From an optimization exercise on the open Yosys and OpenROAD flow, aimed at small area and a short achievable clock period; shortcuts taken in it are not production practice.
Only the layout flow was run in this run; the RTL was not checked for function there.
Power is estimated from default activity; no workload was simulated.

==> flow/design.v <==
package vss_pkg;
  localparam int unsigned COUNT_WIDTH_DEF = 32;
  localparam int unsigned PROB_WIDTH_DEF  = 16;
  localparam int unsigned WIN_WIDTH       = 16;
  localparam int unsigned CFG_IDX_WIDTH   = 3;
  localparam logic [31:0] THRESH_RESET      = 32'd32768;
  localparam logic [31:0] GAP_RESET         = 32'd9830;
  localparam logic [WIN_WIDTH-1:0] WIN_RESET = 16'd1024;
  localparam logic [31:0] MIN_SIL_RESET     = 32'd0;
  localparam logic [31:0] SPLIT_PAUSE_RESET = 32'd1568;
  localparam logic [31:0] MIN_SPEECH_RESET  = 32'd1024;
  typedef enum logic [CFG_IDX_WIDTH-1:0] {
    CFG_THRESHOLD   = 3'd0,
    CFG_GAP         = 3'd1,
    CFG_WINDOW      = 3'd2,
    CFG_MIN_SILENCE = 3'd3,
    CFG_SPLIT_PAUSE = 3'd4,
    CFG_MIN_SPEECH  = 3'd5,
    CFG_MAX_SPEECH  = 3'd6
  } vss_cfg_idx_e;
  typedef enum logic [1:0] {
    REASON_SILENCE = 2'd0,
    REASON_SPLIT   = 2'd1,
    REASON_EOS     = 2'd2
  } vss_reason_e;
  typedef enum logic {
    KIND_PROB = 1'b0,
    KIND_EOS  = 1'b1
  } vss_kind_e;
endpackage
import vss_pkg::*;
module vss_cmp #(
  parameter int unsigned N = 32
) (
  input  logic [N-1:0] a_i,
  input  logic [N-1:0] b_i,
  output logic         gt_o,
  output logic         lt_o
);
  if (N == 1) begin : g_leaf
    assign gt_o = a_i[0] & ~b_i[0];
    assign lt_o = ~a_i[0] & b_i[0];
  end else begin : g_node
    localparam int unsigned L = N / 2;
    logic gt_h, lt_h, gt_l, lt_l;
    vss_cmp #(.N(N - L)) u_h (.a_i(a_i[N-1:L]), .b_i(b_i[N-1:L]), .gt_o(gt_h), .lt_o(lt_h));
    vss_cmp #(.N(L))     u_l (.a_i(a_i[L-1:0]), .b_i(b_i[L-1:0]), .gt_o(gt_l), .lt_o(lt_l));
    assign gt_o = gt_h | (~lt_h & gt_l);
    assign lt_o = lt_h | (~gt_h & lt_l);
  end
endmodule
module vss_diff_cmp #(
  parameter int unsigned N = 32
) (
  input  logic [N-1:0] x_i,
  input  logic [N-1:0] y_i,
  input  logic [N-1:0] k_i,
  input  logic         borrow_i,   
  output logic         gt_o,       
  output logic         ge_o        
);
  logic [N-1:0] s, c, t;
  logic         t_gt, t_lt;
  assign s = x_i ^ ~y_i ^ ~k_i;
  assign c = (x_i & ~y_i) | (x_i & ~k_i) | (~y_i & ~k_i);
  assign t = {c[N-2:0], 1'b1};
  vss_cmp #(.N(N)) u_cmp (.a_i(s), .b_i(~t), .gt_o(t_gt), .lt_o(t_lt));
  assign gt_o = (c[N-1] & t_gt) | (c[N-1] & borrow_i) | (t_gt & borrow_i);
  assign ge_o = (c[N-1] & ~t_lt) | (c[N-1] & borrow_i) | (~t_lt & borrow_i);
endmodule
module vss_core #(
  parameter int unsigned COUNT_WIDTH = COUNT_WIDTH_DEF,
  parameter int unsigned PROB_WIDTH  = PROB_WIDTH_DEF
) (
  input  logic                   clk_i,
  input  logic                   rst_ni,
  input  logic                   step_i,
  input  logic                   kind_i,
  input  logic [PROB_WIDTH-1:0]  prob_i,
  input  logic [COUNT_WIDTH-1:0] stream_len_i,
  input  logic [PROB_WIDTH-1:0]  thresh_i,
  input  logic [PROB_WIDTH-1:0]  gap_i,
  input  logic [WIN_WIDTH-1:0]   window_d_i,   
  input  logic [COUNT_WIDTH-1:0] min_sil_i,
  input  logic [COUNT_WIDTH-1:0] split_pause_i,
  input  logic [COUNT_WIDTH-1:0] min_speech_i,
  input  logic [COUNT_WIDTH-1:0] max_speech_i,
  output logic                   res_valid_o,
  output logic [1:0]             res_reason_o,
  output logic [1:0]             res_end_sel_o,    
  output logic                   res_start_sel_o,  
  output logic [COUNT_WIDTH-1:0] open_o,
  output logic [COUNT_WIDTH-1:0] resume_o,
  output logic [COUNT_WIDTH-1:0] sil_o,
  output logic [COUNT_WIDTH-1:0] pend_o,
  output logic [COUNT_WIDTH-1:0] count_o
);
  logic                   in_speech_q, sil_valid_q, pause_valid_q, resumed_q;
  logic [COUNT_WIDTH-1:0] count_q, next_q, open_q, resume_q, sil_q, pend_q;
  logic [COUNT_WIDTH-1:0] count_d, sil_s;
  logic is_speech, is_silence, split_hit, long_pause, sil_ok, speech_ok;
  logic spk_gt, spk_lt, sil_gt, sil_lt;
  logic b_open, b_sil, b_run;
  logic max_gt, max_ge, sp_gt, sp_ge, msil_gt, msil_ge, msp_gt, msp_ge;
  logic [PROB_WIDTH-1:0] ps, pc;
  logic silence_br, swap;
  logic wr_open, wr_resume, wr_sil, wr_pend;
  vss_cmp #(.N(PROB_WIDTH)) u_spk (.a_i(prob_i), .b_i(thresh_i), .gt_o(spk_gt), .lt_o(spk_lt));
  assign is_speech = !spk_lt;
  assign ps = thresh_i ^ ~prob_i ^ ~gap_i;
  assign pc = (thresh_i & ~prob_i) | (thresh_i & ~gap_i) | (~prob_i & ~gap_i);
  vss_cmp #(.N(PROB_WIDTH)) u_sil (
    .a_i(ps), .b_i(~{pc[PROB_WIDTH-2:0], 1'b1}), .gt_o(sil_gt), .lt_o(sil_lt)
  );
  assign is_silence = pc[PROB_WIDTH-1] & sil_gt;
  assign sil_s = sil_valid_q ? sil_q : next_q;
  logic unused_b;
  vss_cmp #(.N(COUNT_WIDTH)) u_b_open (.a_i(next_q), .b_i(open_q), .gt_o(unused_b), .lt_o(b_open));
  logic unused_c;
  vss_cmp #(.N(COUNT_WIDTH)) u_b_sil (.a_i(next_q), .b_i(sil_q), .gt_o(unused_c), .lt_o(b_sil));
  logic unused_d;
  vss_cmp #(.N(COUNT_WIDTH)) u_b_run (.a_i(sil_s), .b_i(open_q), .gt_o(unused_d), .lt_o(b_run));
  vss_diff_cmp #(.N(COUNT_WIDTH)) u_max (
    .x_i(next_q), .y_i(open_q), .k_i(max_speech_i), .borrow_i(b_open), .gt_o(max_gt), .ge_o(max_ge)
  );
  vss_diff_cmp #(.N(COUNT_WIDTH)) u_sp (
    .x_i(next_q), .y_i(sil_q), .k_i(split_pause_i), .borrow_i(b_sil), .gt_o(sp_gt), .ge_o(sp_ge)
  );
  vss_diff_cmp #(.N(COUNT_WIDTH)) u_msil (
    .x_i(next_q), .y_i(sil_q), .k_i(min_sil_i), .borrow_i(b_sil), .gt_o(msil_gt), .ge_o(msil_ge)
  );
  vss_diff_cmp #(.N(COUNT_WIDTH)) u_msp (
    .x_i(sil_s), .y_i(open_q), .k_i(min_speech_i), .borrow_i(b_run), .gt_o(msp_gt), .ge_o(msp_ge)
  );
  assign split_hit  = in_speech_q && (max_speech_i != '1) && max_gt;
  assign long_pause = sil_valid_q && sp_gt;
  assign sil_ok     = sil_valid_q ? msil_ge : (min_sil_i == '0);
  assign speech_ok  = msp_gt;
  assign silence_br = !kind_i && !split_hit && is_silence && in_speech_q;
  assign swap       = !kind_i && !is_speech && split_hit && pause_valid_q && resumed_q;
  always_comb begin
    res_valid_o     = 1'b0;
    res_reason_o    = REASON_SILENCE;
    res_end_sel_o   = 2'd0;
    res_start_sel_o = 1'b0;
    if (kind_i == KIND_EOS) begin
      res_valid_o  = in_speech_q;
      res_reason_o = REASON_EOS;
    end else if (split_hit && !is_speech) begin
      res_valid_o     = 1'b1;
      res_reason_o    = REASON_SPLIT;
      res_end_sel_o   = pause_valid_q ? 2'd1 : 2'd2;
      res_start_sel_o = pause_valid_q && resumed_q;
    end else if (silence_br) begin
      res_valid_o = sil_ok && speech_ok;
    end
  end
  assign wr_open   = step_i && !kind_i && is_speech && !in_speech_q;
  assign wr_resume = step_i && !kind_i && is_speech && sil_valid_q && pause_valid_q && !resumed_q;
  assign wr_sil    = step_i && (kind_i || !sil_valid_q);
  assign wr_pend   = step_i && silence_br && long_pause;
  always_ff @(posedge clk_i) begin
    if (wr_open || step_i && swap)   open_q   <= (pause_valid_q && resumed_q) ? resume_q : count_q;
    if (wr_resume || step_i && swap) resume_q <= (pause_valid_q && resumed_q) ? open_q : count_q;
    if (wr_sil)  sil_q  <= kind_i ? stream_len_i : next_q;
    if (wr_pend) pend_q <= sil_q;
  end
  assign count_d = !step_i ? count_q : (kind_i ? '0 : next_q);
  logic [WIN_WIDTH:0]             next_lo;
  logic [COUNT_WIDTH-WIN_WIDTH-1:0] count_hi_inc;
  logic [COUNT_WIDTH-1:0]         next_d;
  assign next_lo      = {1'b0, count_d[WIN_WIDTH-1:0]} + {1'b0, window_d_i};
  assign count_hi_inc = count_d[COUNT_WIDTH-1:WIN_WIDTH] + 1'b1;
  assign next_d       = {next_lo[WIN_WIDTH] ? count_hi_inc : count_d[COUNT_WIDTH-1:WIN_WIDTH],
                         next_lo[WIN_WIDTH-1:0]};
  always_ff @(posedge clk_i or negedge rst_ni) begin
    if (!rst_ni) begin
      count_q <= '0;
      next_q  <= COUNT_WIDTH'(WIN_RESET);
    end else begin
      count_q <= count_d;
      next_q  <= next_d;
    end
  end
  always_ff @(posedge clk_i or negedge rst_ni) begin
    if (!rst_ni) begin
      in_speech_q   <= 1'b0;
      sil_valid_q   <= 1'b0;
      pause_valid_q <= 1'b0;
      resumed_q     <= 1'b0;
    end else if (step_i) begin
      if (kind_i) begin
        in_speech_q   <= 1'b0;
        sil_valid_q   <= 1'b0;
        pause_valid_q <= 1'b0;
        resumed_q     <= 1'b0;
      end else if (is_speech) begin
        in_speech_q <= 1'b1;
        sil_valid_q <= 1'b0;
        if (sil_valid_q && pause_valid_q) resumed_q <= 1'b1;
      end else if (split_hit) begin
        in_speech_q   <= pause_valid_q && resumed_q;
        sil_valid_q   <= 1'b0;
        pause_valid_q <= 1'b0;
        resumed_q     <= 1'b0;
      end else if (silence_br) begin
        if (res_valid_o) begin
          in_speech_q   <= 1'b0;
          sil_valid_q   <= 1'b0;
          pause_valid_q <= 1'b0;
          resumed_q     <= 1'b0;
        end else begin
          sil_valid_q <= 1'b1;
          if (long_pause) begin
            pause_valid_q <= 1'b1;
            resumed_q     <= 1'b0;
          end
        end
      end
    end
  end
  assign open_o   = open_q;
  assign resume_o = resume_q;
  assign sil_o    = sil_q;
  assign pend_o   = pend_q;
  assign count_o  = count_q;
endmodule
import vss_pkg::*;
module vad_speech_segmenter #(
  parameter int unsigned COUNT_WIDTH = COUNT_WIDTH_DEF,
  parameter int unsigned PROB_WIDTH  = PROB_WIDTH_DEF,
  localparam int unsigned CfgWidth   = (COUNT_WIDTH > PROB_WIDTH) ? COUNT_WIDTH : PROB_WIDTH
) (
  input  logic                     clk_i,
  input  logic                     rst_ni,
  input  logic                     cfg_we_i,
  input  logic [CFG_IDX_WIDTH-1:0] cfg_idx_i,
  input  logic [CfgWidth-1:0]      cfg_data_i,
  input  logic                     in_valid_i,
  output logic                     in_stall_o,
  input  logic                     kind_i,
  input  logic [PROB_WIDTH-1:0]    speech_prob_i,
  input  logic [COUNT_WIDTH-1:0]   stream_length_i,
  output logic                     out_valid_o,
  input  logic                     out_stall_i,
  output logic [COUNT_WIDTH-1:0]   seg_start_o,
  output logic [COUNT_WIDTH-1:0]   seg_end_o,
  output logic [1:0]               end_reason_o
);
  logic [PROB_WIDTH-1:0]  thresh_q, gap_q;
  logic [WIN_WIDTH-1:0]   window_q;
  logic [COUNT_WIDTH-1:0] min_sil_q, split_pause_q, min_speech_q, max_speech_q;
  logic                   in_valid_q;
  logic                   kind_q;
  logic [COUNT_WIDTH-1:0] payload_q;
  logic                   out_valid_q;
  logic [1:0]             reason_q, end_sel_q;
  logic                   start_sel_q;
  logic                   advance;
  logic [WIN_WIDTH-1:0]   window_d;
  logic                   res_valid;
  logic [1:0]             res_reason, res_end_sel;
  logic                   res_start_sel;
  logic [COUNT_WIDTH-1:0] open_v, resume_v, sil, pend, count;
  assign advance    = in_valid_q && (!out_valid_q || !out_stall_i);
  assign in_stall_o = in_valid_q && out_valid_q && out_stall_i;
  always_ff @(posedge clk_i or negedge rst_ni) begin
    if (!rst_ni) begin
      thresh_q      <= PROB_WIDTH'(THRESH_RESET);
      gap_q         <= PROB_WIDTH'(GAP_RESET);
      window_q      <= WIN_RESET;
      min_sil_q     <= COUNT_WIDTH'(MIN_SIL_RESET);
      split_pause_q <= COUNT_WIDTH'(SPLIT_PAUSE_RESET);
      min_speech_q  <= COUNT_WIDTH'(MIN_SPEECH_RESET);
      max_speech_q  <= '1;
    end else if (cfg_we_i) begin
      case (cfg_idx_i)
        CFG_THRESHOLD:   thresh_q      <= cfg_data_i[PROB_WIDTH-1:0];
        CFG_GAP:         gap_q         <= cfg_data_i[PROB_WIDTH-1:0];
        CFG_WINDOW:      window_q      <= cfg_data_i[WIN_WIDTH-1:0];
        CFG_MIN_SILENCE: min_sil_q     <= cfg_data_i[COUNT_WIDTH-1:0];
        CFG_SPLIT_PAUSE: split_pause_q <= cfg_data_i[COUNT_WIDTH-1:0];
        CFG_MIN_SPEECH:  min_speech_q  <= cfg_data_i[COUNT_WIDTH-1:0];
        CFG_MAX_SPEECH:  max_speech_q  <= cfg_data_i[COUNT_WIDTH-1:0];
        default: ;
      endcase
    end
  end
  assign window_d = (cfg_we_i && cfg_idx_i == CFG_WINDOW) ? cfg_data_i[WIN_WIDTH-1:0] : window_q;
  always_ff @(posedge clk_i or negedge rst_ni) begin
    if (!rst_ni) begin
      in_valid_q <= 1'b0;
    end else if (!in_stall_o) begin
      in_valid_q <= in_valid_i;
    end
  end
  always_ff @(posedge clk_i) begin
    if (!in_stall_o) begin
      kind_q    <= kind_i;
      payload_q <= kind_i ? stream_length_i
                          : {stream_length_i[COUNT_WIDTH-1:PROB_WIDTH], speech_prob_i};
    end
  end
  vss_core #(
    .COUNT_WIDTH(COUNT_WIDTH),
    .PROB_WIDTH (PROB_WIDTH)
  ) u_core (
    .clk_i          (clk_i),
    .rst_ni         (rst_ni),
    .step_i         (advance),
    .kind_i         (kind_q),
    .prob_i         (payload_q[PROB_WIDTH-1:0]),
    .stream_len_i   (payload_q),
    .thresh_i       (thresh_q),
    .gap_i          (gap_q),
    .window_d_i     (window_d),
    .min_sil_i      (min_sil_q),
    .split_pause_i  (split_pause_q),
    .min_speech_i   (min_speech_q),
    .max_speech_i   (max_speech_q),
    .res_valid_o    (res_valid),
    .res_reason_o   (res_reason),
    .res_end_sel_o  (res_end_sel),
    .res_start_sel_o(res_start_sel),
    .open_o         (open_v),
    .resume_o       (resume_v),
    .sil_o          (sil),
    .pend_o         (pend),
    .count_o        (count)
  );
  always_ff @(posedge clk_i or negedge rst_ni) begin
    if (!rst_ni) begin
      out_valid_q <= 1'b0;
    end else if (advance) begin
      out_valid_q <= res_valid;
    end else if (!out_stall_i) begin
      out_valid_q <= 1'b0;
    end
  end
  always_ff @(posedge clk_i) begin
    if (advance) begin
      reason_q    <= res_reason;
      end_sel_q   <= res_end_sel;
      start_sel_q <= res_start_sel;
    end
  end
  assign out_valid_o  = out_valid_q;
  assign seg_start_o  = start_sel_q ? resume_v : open_v;
  assign seg_end_o    = end_sel_q[1] ? count : (end_sel_q[0] ? pend : sil);
  assign end_reason_o = reason_q;
endmodule
==> flow/run.sh <==
#!/bin/bash
# synth_recipe.tcl (not shown) runs the flow's synth.tcl, then flattens the netlist and writes it again
# the make line also repeats each setting of config.mk as NAME=value (left out here)
make -C /OpenROAD-flow-scripts/flow DESIGN_CONFIG=/design/flow/config.mk WORK_HOME=/design/flow/orfs CLKGATE_MAP_FILE= SYNTH_SCRIPT=/design/flow/synth_recipe.tcl finish
==> flow/config.mk <==
export PLATFORM = sky130hd
export DESIGN_NAME = vad_speech_segmenter
export DESIGN_NICKNAME = vad_speech_segmenter
export VERILOG_FILES = /design/flow/design.v
export SDC_FILE = /design/flow/constraint.sdc
export NUM_CORES = 4
export LEC_CHECK = 0
export CAP_MARGIN = 20
export CORE_MARGIN = 2
export CORE_UTILIZATION = 55
export CTS_BUF_LIST = sky130_fd_sc_hd__clkbuf_8
export CTS_CLUSTER_DIAMETER = 50
export CTS_CLUSTER_SIZE = 16
export SETUP_SLACK_MARGIN = 5
export SLEW_MARGIN = 20
==> flow/constraint.sdc <==
create_clock -name core_clock -period 9.5 [get_ports {clk_i}]
set_input_delay 1.9000 -clock core_clock [delete_from_list [all_inputs] [get_ports {clk_i}]]
set_output_delay 1.9000 -clock core_clock [all_outputs]
set_load 0.01 [all_outputs]
==> run notes <==
Setup repair after global routing missed its margin = yes
Flop2flop setup slack = 5.08 ns
Post-synthesis instance area = 28500 um^2
Seq cells post-synth = 412
Clk buf depth = 3
Nature of the critical path startpoint = input port
Routed via count = 22214
Static leakage = 0.0144 uW
DP Area = 31000 um^2
Wire length on met2 = 43200 um
Final hold violation count = 0
Antenna viol nets, final = 0
Clk latency of the worst-skew pair = 0.70 ns
Total of warnings raised by yosys = 2
Crit Path Category = input port to flop
Total setup violations reported at the end of the flow = 0
CTS Root Cell = sky130_fd_sc_hd__clkbuf_8
Die ar. = 53600 um^2
Final routed wirelength across all metal layers = 88400 um
Gate count of the mapped netlist = 2850
Net count of the mapped netlist = 3321
Number of DRC markers in iteration 0 = 1933
Total iterations of the first detailed-routing run = 5
Number of clock buffers inserted by TritonCTS = 49
Reg area = 11200 um^2
Clock net sink count = 412
Final worst path period share = 48.0%
Highest metal layer with signal wires = met5
Port bufs = 156
Pwr Density = 253 nW/um^2
Number of antenna violations at the first check in global routing = 3
Largest fanout on the critical path = 8
Main area contributors after synthesis = sky130_fd_sc_hd__dfrtp_1 18%, sky130_fd_sc_hd__edfxtp_1 17%, sky130_fd_sc_hd__ha_1 10%, sky130_fd_sc_hd__fa_1 10%, sky130_fd_sc_hd__mux2_2 5.8%
Number of cells in the finished layout apart from fillers = 3758
Largest incremental delay on the critical path = 0.36 ns
MaxCap Viol Count = 0
First-pass GRT wire length = 133000 um
DRC violations left = 0
Wl on met1 = 35600 um
Area overhead of the layout relative to synthesis = 15.6%
Post-route minimum period = 4.56 ns
Number of H-tree branching levels = 2
GRT overflow = 0
Via-per-instance ratio = 5.91
Most frequent CP cell = sky130_fd_sc_hd__buf_8
FILL cells = 4317
Worst min-delay path class = flop to flop
Die Y = 232 um
Cell Chain, Critical Path = buf_8 -> nand2b_4 -> nor3b_4 -> buf_6 -> buf_12 -> mux2_4 -> ha_4 -> fa_2 -> a21o_1 -> a21oi_2 -> o21ai_1 -> or3b_4 -> nand4_1 -> a41o_4 -> buf_4 -> buf_8 -> nand2_4 -> nor2_2 -> xnor2_1
Proportion of register bits with asynchronous set or reset after synthesis = 59.7%
CP endpoint kind = flop
Number of enable flip-flop cells after synthesis = 166
CP Data Arrival Time = 5.11 ns
Run status = finished clean
Worst IR drop on VDD = 0.000172 V
Yosys top cell area share = 17.6%
Via count of the first global-routing pass = 22340
TNS Setup = 0 ns
Power after layout = 8330 uW
Effective utilization at floorplan = 55.5%
Die span in x = 232 um
Required time reported for the critical path endpoint = 10.05 ns
Cell Rows = 83
Pin count of the biggest net entering global routing = 120
Relative slew slack = 32.3%
Cell type of the slowest stage on the worst timing path = sky130_fd_sc_hd__fa_2
Post-route design area = 32900 um^2
Sum of met3 wire segment lengths after detailed routing = 5880 um
I/O pins = 157
Fin nets = 3507
Placed cell count = 3628
CTS tree = done
Placer's final routability congestion estimate = 0.953
Mean routed wirelength per cell = 23.5 um
Post-Route Skew = 0.0501 ns
Floorplan core area = 51300 um^2
Distinct cell type count of the synthesized netlist = 84
Sequential fraction of the synthesis area = 39.3%
Final number of max-transition violations = 0
Cell accounting for the most synthesized area = sky130_fd_sc_hd__dfrtp_1
Combined area of the multi-input logic cells = 16000 um^2
Register clock-pin slew on the reported worst setup and hold paths = 0.08 ns
Half-perimeter wire length after detailed placement = 65400 um
Slew of the pin with the lowest slew margin = 1.01 ns
Share of cells above drive strength 1 = 14.1%
Commonest register cell after synthesis = sky130_fd_sc_hd__dfrtp_1
Peak Freq = 0.219 GHz
Synth Area per Inst = 10.0 um^2
Overall Global Routing Usage = 33.3%
## routing by layer
| metal | vias up | global-route usage (%) |
|---|---|---|
| met3 | 197 | 4.86 |
| li1 | 10130 | - |
| met4 | 4 | 13.0 |
| met5 | - | 0 |
| met1 | 11069 | 42.9 |
| met2 | 814 | 56.7 |
## synth_stat cells, types with 25 or more instances
library cell,n
sky130_fd_sc_hd__a211oi_1,28
sky130_fd_sc_hd__a21boi_0,34
sky130_fd_sc_hd__a21oi_1,100
sky130_fd_sc_hd__clkbuf_1,74
sky130_fd_sc_hd__dfrtp_1,200
sky130_fd_sc_hd__dfstp_2,46
sky130_fd_sc_hd__edfxtp_1,166
sky130_fd_sc_hd__fa_1,144
sky130_fd_sc_hd__ha_1,238
sky130_fd_sc_hd__inv_1,387
sky130_fd_sc_hd__mux2_2,146
sky130_fd_sc_hd__mux2i_1,33
sky130_fd_sc_hd__nand2_1,422
sky130_fd_sc_hd__nor2_1,95
sky130_fd_sc_hd__nor3_1,25
sky130_fd_sc_hd__o211ai_1,30
sky130_fd_sc_hd__o21ai_0,271
sky130_fd_sc_hd__xnor2_1,26
## power by group
group,switching (uW),internal [uW],total (uW)
clock network,790,753,1540
registers,416,2250,2670
logic,2440,1670,4120
total,3650,4680,8330
## through the flow
step / setup slack (ns) / utilization [%] / hold slack (ns)
after floorplan: 4.56 / - / 0.477
after CTS: 4.65 / 63.7 / 0.515
final: 4.94 / 64.2 / 0.510
after detailed placement: 3.04 / 60.3 / 0.496
after global routing: 4.74 / 64.2 / 0.522
after global placement: 3.08 / 60.3 / 0.487
## cells by family after synthesis
family | synth area share (%)
XOR/XNOR | 0.861
AND/OR/NAND/NOR | 10.4
flip-flops | 39.3
multiplexers | 6.93
AO/OA/AOI/OAI | 15.2
buffers and inverters | 6.20
adder cells (fa/ha/maj) | 21.2
## critical path, delay by kind of cell
family                     cells  cell delay, ns
muxes                          1            0.31
and+or+nand+nor                6            0.86
xor gates and xnor gates       1            0.12
buffers and inverters          5            0.63
AOI/OAI and AO/OA              4            0.75
adders and majority gates      2            0.53
## state kept, by name, summed over array words and instances (netlist names), 2 cells and up
name and cells:
gap_q 16, max_speech_q 32, split_pause_q 32, u_core.open_q 32, window_q 16, u_core.pend_q 32
end_sel_q 2, reason_q 2, payload_q 32, u_core.resume_q 32, thresh_q 16, u_core.next_q 32
min_speech_q 32, min_sil_q 32, u_core.sil_q 32, u_core.count_q 32
## final cells by class
class	count	share of cell area, %
diodes	1	0.00760
clock inverters	39	1.53
well taps	680	2.58
inverters	388	4.43
repair buffers	212	6.62
flip-flops and latches	412	34.0
clock buffers	53	2.21
multi-input cells	1973	48.6
## layout by cell type (no fill, tap or decap), types with 9 or more instances in the layout
cell type / Yosys / routed
sky130_fd_sc_hd__nand2_1: 422 / 417
sky130_fd_sc_hd__inv_1: 387 / 389
sky130_fd_sc_hd__o21ai_0: 271 / 258
sky130_fd_sc_hd__ha_1: 238 / 231
sky130_fd_sc_hd__dfrtp_1: 200 / 199
sky130_fd_sc_hd__edfxtp_1: 166 / 166
sky130_fd_sc_hd__clkdlybuf4s50_1: 0 / 149
sky130_fd_sc_hd__mux2_2: 146 / 140
sky130_fd_sc_hd__fa_1: 144 / 140
sky130_fd_sc_hd__nor2_1: 95 / 93
sky130_fd_sc_hd__a21oi_1: 100 / 93
sky130_fd_sc_hd__clkbuf_8: 0 / 53
sky130_fd_sc_hd__dfstp_2: 46 / 46
sky130_fd_sc_hd__buf_4: 0 / 38
sky130_fd_sc_hd__mux2i_1: 33 / 33
sky130_fd_sc_hd__o211ai_1: 30 / 30
sky130_fd_sc_hd__a211oi_1: 28 / 27
sky130_fd_sc_hd__xnor2_1: 26 / 25
sky130_fd_sc_hd__a21boi_0: 34 / 24
sky130_fd_sc_hd__nand2b_1: 24 / 23
sky130_fd_sc_hd__o22ai_1: 24 / 23
sky130_fd_sc_hd__o31ai_1: 20 / 20
sky130_fd_sc_hd__nor3_1: 25 / 20
sky130_fd_sc_hd__nand4_1: 20 / 20
sky130_fd_sc_hd__nand3_1: 21 / 19
sky130_fd_sc_hd__a31oi_1: 20 / 19
sky130_fd_sc_hd__nor2b_1: 18 / 18
sky130_fd_sc_hd__a221oi_1: 19 / 17
sky130_fd_sc_hd__nor4_1: 14 / 14
sky130_fd_sc_hd__o21ai_1: 4 / 14
sky130_fd_sc_hd__a22oi_1: 12 / 12
sky130_fd_sc_hd__o21bai_1: 12 / 12
sky130_fd_sc_hd__maj3_1: 12 / 11
sky130_fd_sc_hd__or2_2: 10 / 10
sky130_fd_sc_hd__buf_12: 0 / 10
sky130_fd_sc_hd__o211a_1: 10 / 9
sky130_fd_sc_hd__o21a_1: 10 / 9
## final timing paths
| kind | from | end | depth (start not counted) |
|---|---|---|---|
| max reg2reg | u_core.sil_valid_q | u_core.sil_valid_q | 15 |
| min reg2reg | min_speech_q[13] | min_speech_q[13] | 1 |
| min in group asynchronous | rst_ni | split_pause_q[17] | 1 |
| max | cfg_idx_i[0] | u_core.next_q[20] | 19 |
| min | min_speech_q[13] | min_speech_q[13] | 1 |
| max in group asynchronous | rst_ni | split_pause_q[8] | 2 |
## timing repair
action,CTS,global route
buffers inserted,23,9
setup endpoints to repair,169,112
gates resized for setup,68,52
hold buffers,0,0
cloned,4,1
pin swaps,17,13

==> separate check: timing with driven ports <==
Ports are ideal in the flow. The routed layout listed here was re-timed in OpenROAD.
Step 1 assumes that a clkbuf_16 drives the clock port and a buf_2 every other input.
Step 2 adds t to the input delays and takes it off the output delays; t is the mean of the earliest and latest rising clock arrival at the registers after step 1. Input paths then give back, and output paths get back, about the clock's delay inside the block.
a / b / c = ideal ports / drivers / drivers and shift; a / b = the first two.
t (ns): 0.738
setup WS [ns]: 4.935 / 4.933 / 4.219
cell pins on the clock port's net: 1
After both steps this run still meets setup and hold. The setup slack of this run moves by -0.002 ns with the drivers and by -0.716 ns with both steps.
